From an optimization exercise on the open Yosys and OpenROAD flow, aimed at small area, a short achievable clock period and few clock cycles per item; shortcuts taken in it are not production practice.
The RTL was checked by simulation tests, not by an equivalence proof against the original design.

## euclidean_integer_divider_top
module euclidean_integer_divider_top #(
   parameter int KS = 2       
) (
   input  wire logic              clock,
   input  wire logic              reset,
   input  wire logic              req_valid,
   output logic                   req_ready,
   input  edv_pkg::req_type       req_data,
   output logic                   rsp_valid,
   input  wire logic              rsp_ready,
   output edv_pkg::rsp_type       rsp_data
);
Settings: LEC_CHECK=0, CAP_MARGIN=20, CORE_MARGIN=2, CORE_UTILIZATION=40, PLACE_DENSITY=0.6, SETUP_SLACK_MARGIN=2.2, SLEW_MARGIN=20; clock period 5.0 ns.
standard.sh (not shown) runs the stock make flow with config.mk's settings and CLKGATE_MAP_FILE= SYNTH_SCRIPT=/design/flow/synth_recipe.tcl, a recipe that flattens the netlist after the stock synthesis.
==> flow/flow/run.sh <==
#!/bin/bash
# The standard layout (standard.sh), run in three parts, with these
# changes to how the layout is made:
# - synthesis does not extract full/half adders into sky130 fa/ha cells
#   before ABC (ADDER_MAP_FILE empty), so the carry-save and prefix logic
#   maps as gates;
# - ABC maps with flow/abc_speed.script (structural choices, then delay-
#   oriented mapping) instead of ORFS's, from a copy of ORFS's scripts folder
#   that differs only in that file;
# - during placement only, the delay cells (clkdlybuf4s*, dlygate*, dlymetal*)
#   are also don't-use, so the port buffers that placement inserts on every
#   input and output are plain buffers rather than delay cells.
# Registers, names and all other steps are the standard flow's. Each part's
# make output goes to its own log here; ORFS's per-step logs stay under
# orfs/logs.
set -euo pipefail
rm -rf scripts
cp -r "$FLOW_HOME/scripts" scripts
cp flow/abc_speed.script scripts/abc_speed.script
common=(SCRIPTS_DIR="$PWD/scripts" ADDER_MAP_FILE=)
bash standard.sh "${common[@]}" synth floorplan > flow_synth_floorplan.log 2>&1
du=$(make -s -C "$FLOW_HOME" DESIGN_CONFIG="$PWD/config.mk" WORK_HOME="$PWD/orfs" print-DONT_USE_CELLS | sed -n 's/^DONT_USE_CELLS: //p')
dly="sky130_fd_sc_hd__clkdlybuf4s15_1 sky130_fd_sc_hd__clkdlybuf4s15_2 sky130_fd_sc_hd__clkdlybuf4s18_1 sky130_fd_sc_hd__clkdlybuf4s18_2 sky130_fd_sc_hd__clkdlybuf4s25_1 sky130_fd_sc_hd__clkdlybuf4s25_2 sky130_fd_sc_hd__clkdlybuf4s50_1 sky130_fd_sc_hd__clkdlybuf4s50_2 sky130_fd_sc_hd__dlygate4sd1_1 sky130_fd_sc_hd__dlygate4sd2_1 sky130_fd_sc_hd__dlygate4sd3_1 sky130_fd_sc_hd__dlymetal6s2s_1 sky130_fd_sc_hd__dlymetal6s4s_1 sky130_fd_sc_hd__dlymetal6s6s_1"
bash standard.sh "${common[@]}" DONT_USE_CELLS="$du $dly" place > flow_place.log 2>&1
bash standard.sh "${common[@]}" finish > flow_finish.log 2>&1
==> flow/flow/abc_speed.script <==
strash
dch -f
map
topo
buffer -c
upsize -c
dnsize -c
Testbench counts at the start, summed over its fixed seeds: cycles 37,141, items 3,600.
==> next run, changes <==
--- a/flow/design.v
+++ b/flow/design.v
@@ -104,22 +104,25 @@
    localparam int CW = 5;            
    logic [WN-1:0] ws_q, wc_q;    
    logic          qp0_q, qn0_q;  
    logic [32:0]   q_q;           
    logic [32:0]   qm_q;          
    logic [31:0]   d_q;           
    logic          bneg_q;        
    logic          bz_q;          
    logic          dbz_q;
    logic [CW-1:0] cnt_q;         
    logic          fst_q;         
+   logic [KS-1:0] pdp_q, pdn_q;  
+   logic          ofs_q;         
+   logic          pk_q;          
    logic          act_q;         
    logic          pc_q;          
    logic          vld_q;
    wire [31:0] a = req_data.dividend;
    wire [31:0] b = req_data.divisor;
    wire [30:0] bx = b[30:0] ^ {31{b[31]}};
    logic       unused_v;
    logic [4:0] z;
    edv_lzc u_lz (.x({bx, 1'b1}), .v(unused_v), .c(z));
    logic [4:0] zf_q;     
    logic       pv_q;     
@@ -197,48 +200,46 @@
       assign qn[j+1] = g[0];
       if (FW > 0) begin : g_win
          wire [WN-1:0] wsw = up ? wsp : dw ? wsn : wsz;
          wire [WN-1:0] wcw = up ? wcp : dw ? wcn : wcz;
          assign ws[j+1] = {wsw[WN-1:WN-FW], wsf[WN-FW-1:0]};
          assign wc[j+1] = {wcw[WN-1:WN-FW], wcf[WN-FW-1:0]};
       end else begin : g_nowin
          assign ws[j+1] = wsf;
          assign wc[j+1] = wcf;
       end
    end
-   wire signed [KS+1:0] dpv = {2'b00, dp};
-   wire signed [KS+1:0] dnv = {2'b00, dn};
+   wire signed [KS+1:0] dpv = {2'b00, pdp_q};
+   wire signed [KS+1:0] dnv = {2'b00, pdn_q};
    wire signed [KS+1:0] v   = dpv - dnv;
-   wire [32:0] s_q  = fst_q ? 33'd0 : q_q;
-   wire [32:0] s_qm = fst_q ? {33{1'b1}} : qm_q;
+   wire [32:0] s_q  = ofs_q ? 33'd0 : q_q;
+   wire [32:0] s_qm = ofs_q ? {33{1'b1}} : qm_q;
    function automatic logic [32:0] otf(input logic signed [KS+1:0] u,
                                        input logic [32:0] sm1, input logic [32:0] s0);
       logic signed [KS+1:0] h;
       h = u >>> KS;
       if (h < 0) otf = {sm1[32-KS:0], u[KS-1:0]};
       else       otf = {s0[32-KS:0], u[KS-1:0]};
    endfunction
    wire signed [KS+1:0] one = (KS+2)'(1);
    wire [32:0] q_n  = otf(v,       s_qm, s_q);
    wire [32:0] qm_n = otf(v - one, s_qm, s_q);
    logic [WN-2:0] unused_s;
    logic          wcarry;
    edv_add #(.N(WN-1)) u_sgn (.a(ws_q[WN-2:0]), .b(wc_q[WN-2:0]), .ci(1'b0), .s(unused_s), .co(wcarry));
    wire        wneg = ws_q[WN-1] ^ wc_q[WN-1] ^ wcarry;
-   wire        k0   = !bz_q && !(wneg ^ bneg_q);
-   wire        km   = !bz_q && (wneg ^ bneg_q);
-   wire [32:0] qf   = ({33{k0}} & q_q) | ({33{km}} & qm_q);
-   wire wait1 = fst_q && vld_q && !rsp_ready;
-   wire step  = act_q && !pc_q && !wait1;
-   wire load  = req_valid && pv_q && (!act_q || pc_q || wait1);
-   wire take  = step && fst_q;
+   wire        pick = wneg ^ bneg_q;
+   wire blk  = act_q && ofs_q && vld_q;
+   wire step = act_q && !pc_q && !blk;
+   wire take = act_q && ofs_q && !vld_q;
+   wire load = req_valid && pv_q && (!act_q || (pc_q && !ofs_q) || blk);
    always_ff @(posedge clock) begin
       if (load) begin
          d_q    <= bn;
          bneg_q <= b[31];
          bz_q   <= (b == 32'd0);
       end
    end
    always_ff @(posedge clock) begin
       if (load) begin
          ws_q  <= w0;
          wc_q  <= c0;
@@ -246,39 +247,43 @@
          cnt_q <= cyc;
          fst_q <= 1'b1;
       end else begin
          ws_q  <= ws[KS];
          wc_q  <= wc[KS];
          {qp0_q, qn0_q} <= {qp[KS], qn[KS]};
          cnt_q <= cnt_q - 1'b1;
          fst_q <= 1'b0;
       end
    end
    always_ff @(posedge clock) begin
-      qm_q <= qm_n;
-   end
-   always_ff @(posedge clock) begin
-      if (step) begin
-         q_q <= q_n;
-      end else if (pc_q) begin
-         q_q   <= qf;
+      pdp_q <= dp;
+      pdn_q <= dn;
+      ofs_q <= !load && (step ? fst_q : (ofs_q && !pc_q));
+   end
+   always_ff @(posedge clock) begin
+      if ((step && !fst_q) || (pc_q && !blk)) begin
+         q_q  <= q_n;
+         qm_q <= qm_n;
+      end
+      if (pc_q && !blk) begin
+         pk_q  <= pick;
          dbz_q <= bz_q;
       end
    end
    always_ff @(posedge clock) begin
       if (reset) begin
          pv_q  <= 1'b0;
          act_q <= 1'b0;
          pc_q  <= 1'b0;
          vld_q <= 1'b0;
       end else begin
          pv_q  <= req_valid && !take;
          act_q <= load || (act_q && !pc_q);
          pc_q  <= step && (cnt_q == CW'(1));
-         vld_q <= pc_q || (vld_q && !rsp_ready);
+         vld_q <= (pc_q && !blk) || (vld_q && !rsp_ready);
       end
    end
    assign req_ready = take;
    assign rsp_valid = vld_q;
-   assign rsp_data  = {q_q, dbz_q};
+   assign rsp_data  = {dbz_q ? 33'd0 : pk_q ? qm_q : q_q, dbz_q};
 endmodule
 `default_nettype wire
Non-clock buffer count came out lower by 27.
Worst setup slack is better by 0.12 ns.
First-iteration DRC count came out lower by 9.2%.
Sequential share of layout area came out higher by 3.6 points.
Count of clock-buffer cells in the layout came out higher by 1.
Testbench counts after the change, summed over its fixed seeds: cycles 37,387, items 3,600.

## what the ideal ports hide
The flow's constraints put no driver on any port. The routed layouts listed below were extracted and timed again, unchanged, in two steps.
Step 1, drivers: a clkbuf_16 drives clock and a buf_2 each remaining input, both assumed.
Step 2 adds t to the input delays and takes it off the output delays; t is the mean of the earliest and latest rising clock arrival at the registers after step 1. Input paths then give back, and output paths get back, about the clock's delay inside the block.
Three values: ideal ports, drivers, drivers and shift; two values: the first two.
run | t, ns | setup slack, ns | worst setup path at the end | clock arrival spread, ns | pins driven straight from the clock port
the first run | 0.501 | 2.150 / 2.150 / 1.824 | input to register | 0.016 / 0.016 | 1
the second run | 0.500 | 2.267 / 2.213 / 1.905 | input to register | 0.015 / 0.015 | 1
After both steps every run listed still meets setup and hold. For the second run, which loses most, drivers alone change the setup slack by -0.054 ns; drivers and shift together by -0.362 ns.
